This design comes from an exercise in tuning for small area, a short achievable clock period and few clock cycles per item on the open sky130 flow, not from production work.
Power is estimated from default activity; no workload was simulated.

==> run K: inputs <==
// gray_quantizer_with_dither
module gray_quantizer_with_dither
(
  input  wire logic              clk,
  input  wire logic              rst_n,
  input  wire logic              in_valid,
  output logic                   in_ready,
  input  wire logic [23:0]       in_data,
  output logic                   out_valid,
  input  wire logic              out_ready,
  output logic [8:0]             out_data,
  input  wire logic              psel,
  input  wire logic              penable,
  input  wire logic              pwrite,
  input  wire logic [gqd_pkg::ADDR_W-1:0] paddr,
  input  wire logic [gqd_pkg::DATA_W-1:0] pwdata,
  output logic [gqd_pkg::DATA_W-1:0]      prdata,
  output logic                   pready
);
==> module gray_quantizer_with_dither, before the edit <==
module gray_quantizer_with_dither
(
  input  wire logic              clk,
  input  wire logic              rst_n,
  input  wire logic              in_valid,
  output logic                   in_ready,
  input  wire logic [23:0]       in_data,
  output logic                   out_valid,
  input  wire logic              out_ready,
  output logic [8:0]             out_data,
  input  wire logic              psel,
  input  wire logic              penable,
  input  wire logic              pwrite,
  input  wire logic [gqd_pkg::ADDR_W-1:0] paddr,
  input  wire logic [gqd_pkg::DATA_W-1:0] pwdata,
  output logic [gqd_pkg::DATA_W-1:0]      prdata,
  output logic                   pready
);
  logic [gqd_pkg::LVL_W-1:0] levels_r;
  logic                      dither_r;
  logic [gqd_pkg::DIM_W-1:0] width_r;
  logic [gqd_pkg::DIM_W-1:0] height_r;
  logic [7:0]                n_lo;
  logic [2:0]                shift_r;
  logic [6:0]                mul_r;
  gqd_pkg::gqd_reg_t         reg_idx;
  logic                      wr_en;
  assign pready  = 1'b1;
  assign reg_idx = gqd_pkg::gqd_reg_t'(paddr[gqd_pkg::ADDR_W-1:2]);
  assign wr_en   = psel && penable && pwrite;
  always_ff @(posedge clk) begin
    if (!rst_n) begin
      levels_r <= gqd_pkg::LEVELS_RST;
      dither_r <= 1'b0;
      width_r  <= gqd_pkg::WIDTH_RST;
      height_r <= gqd_pkg::HEIGHT_RST;
    end else if (wr_en) begin
      case (reg_idx)
        gqd_pkg::REG_LEVELS: levels_r <= pwdata[gqd_pkg::LVL_W-1:0];
        gqd_pkg::REG_DITHER: dither_r <= pwdata[0];
        gqd_pkg::REG_WIDTH:  width_r  <= pwdata[gqd_pkg::DIM_W-1:0];
        gqd_pkg::REG_HEIGHT: height_r <= pwdata[gqd_pkg::DIM_W-1:0];
        default: begin
        end
      endcase
    end
  end
  logic [2:0] shift_c;
  logic [6:0] mul_c;
  logic       big_c, pow2_c;
  gqd_build u_build (
    .levels (levels_r),
    .shift  (shift_c),
    .mul    (mul_c),
    .big    (big_c),
    .pow2   (pow2_c)
  );
  always_ff @(posedge clk) begin
    shift_r <= shift_c;
    mul_r   <= mul_c;
  end
  assign n_lo = (levels_r == '0) ? 8'd1 : levels_r[7:0];
  always_comb begin
    case (reg_idx)
      gqd_pkg::REG_LEVELS: prdata = gqd_pkg::DATA_W'(levels_r);
      gqd_pkg::REG_DITHER: prdata = gqd_pkg::DATA_W'(dither_r);
      gqd_pkg::REG_WIDTH:  prdata = gqd_pkg::DATA_W'(width_r);
      gqd_pkg::REG_HEIGHT: prdata = gqd_pkg::DATA_W'(height_r);
      default:             prdata = '0;
    endcase
  end
  gqd_pipe u_pipe (
    .clk       (clk),
    .rst_n     (rst_n),
    .n_lo_i    (n_lo),
    .shift_i   (shift_r),
    .mul_i     (mul_r),
    .big_i     (big_c),
    .pow2_i    (pow2_c),
    .dither_i  (dither_r),
    .width_i   (width_r),
    .height_i  (height_r),
    .in_valid  (in_valid),
    .in_ready  (in_ready),
    .in_data   (in_data),
    .out_valid (out_valid),
    .out_ready (out_ready),
    .out_data  (out_data)
  );
endmodule
export LEC_CHECK = 0
export ABC_AREA = 1
export CAP_MARGIN = 20
export CORE_MARGIN = 2
export CORE_UTILIZATION = 70
export SETUP_SLACK_MARGIN = 4.5
export SLEW_MARGIN = 20
create_clock -name core_clock -period 8.0 [get_ports {clk}]
run.sh (not shown) runs the stock make flow with config.mk's settings and CLKGATE_MAP_FILE= SYNTH_SCRIPT=/design/flow/synth_recipe.tcl, a recipe that flattens the netlist after the stock synthesis.
==> run Z (differences from run K) <==
--- a/flow/design.v
+++ b/flow/design.v
@@ -445,9 +445,9 @@
   assign n_lo = (levels_r == '0) ? 8'd1 : levels_r[7:0];
-  always_comb begin
+  always_ff @(posedge clk) begin
     case (reg_idx)
-      gqd_pkg::REG_LEVELS: prdata = gqd_pkg::DATA_W'(levels_r);
-      gqd_pkg::REG_DITHER: prdata = gqd_pkg::DATA_W'(dither_r);
-      gqd_pkg::REG_WIDTH:  prdata = gqd_pkg::DATA_W'(width_r);
-      gqd_pkg::REG_HEIGHT: prdata = gqd_pkg::DATA_W'(height_r);
-      default:             prdata = '0;
+      gqd_pkg::REG_LEVELS: prdata <= gqd_pkg::DATA_W'(levels_r);
+      gqd_pkg::REG_DITHER: prdata <= gqd_pkg::DATA_W'(dither_r);
+      gqd_pkg::REG_WIDTH:  prdata <= gqd_pkg::DATA_W'(width_r);
+      gqd_pkg::REG_HEIGHT: prdata <= gqd_pkg::DATA_W'(height_r);
+      default:             prdata <= '0;
     endcase
- ABC_AREA: 1 -> not set
- CORE_UTILIZATION: 70 -> 45
==> run H (differences from run K) <==
- ABC_AREA: 1 -> not set
- CORE_UTILIZATION: 70 -> 45
- SETUP_SLACK_MARGIN: 4.5 -> not set
==> summary of the runs <==
Between run Z and run K, the lower non-clock buffer count is in run Z (gap 11). Of run Z and run H, run Z has the higher sequential power (gap about 5%, measured against run H). In clock-buffer cell count, run Z and run H do not differ. Synthesized area, lowest first: run K, run Z, run H. Final area: run K > run Z > run H. In run Z the clock power is larger than in run H, by about 7%. Die area: run K < run Z < run H. Register-to-register slack: run H is lower than run Z (0.94 ns). In run K the via count is larger than in run H, by 29%.
==> figures <==
item                                                                                           run K                    run Z                    run H
WL met1                                                                                     18100 um                 18100 um                 17400 um
Cell Rows                                                                                         55                       68                       68
Routed met3 length                                                                           5270 um                  1740 um                  1320 um
Bufs and invs on worst path                                                                        4                        2                        2
Met1 layer usage reported by global route                                                      45.6%                    28.6%                    28.4%
Die Span X                                                                                    155 um                   192 um                   192 um
RR Endpoint                                                                           u_pipe.s4_y[5]        u_pipe.s5_prod[6]           u_pipe.s4_y[1]
Pin count of the biggest net entering global routing                                              65                       54                       74
Final instance count without filler cells                                                       2542                     2379                     2261
Crit path DAT                                                                                4.72 ns                  4.60 ns                  4.05 ns
Net switching power figure                                                                   1.63 mW                  1.07 mW                 0.952 mW
Via count of the first global-routing pass                                                     14900                    12900                    12300
Die footprint                                                                              23900 um2                36900 um2                36900 um2
Number of sinks driven by the clock tree                                                         178                      191                      178
Total number of nets in the final design                                                        2540                     2207                     2089
Met3 routing resource usage after global routing                                               7.09%                    3.34%                    2.94%
Share of synthesized cell area in full adder, half adder and majority cells                    21.9%                    21.8%                    21.8%
Non-clock buffering overhead                                                                   9.38%                    9.65%                    4.48%
Run status                                                                   complete, no violations  complete, no violations  complete, no violations
No run of this note included a check of the RTL's function; only the layout flow was run.

[port drivers added, routing unchanged]
No port has a modelled driver above. Below, the same layouts with a new extraction and two added sets of constraints.
Step 1: set_driving_cell puts a clkbuf_16 on clk and a buf_2 on each other input, an assumption about the parent block.
Step 2, shift: input delay + t, output delay - t, t = (earliest + latest rising clock arrival at the registers) / 2. This alone moves slack from input paths to output paths.
Slacks: ideal ports / drivers / drivers and shift; pairs: ideal ports / drivers.
run	t, ns	setup WS [ns]	pins driven straight from the clock port
run K	0.509	3.473 / 3.473 / 3.473	1
run Z	0.504	3.592 / 3.592 / 3.592	1
run H	0.492	2.350 / 2.328 / 2.328	1
After both steps setup and hold are still met in every run listed. The setup slack of run H, which loses most, moves by -0.022 ns with the drivers and by -0.022 ns with both steps.
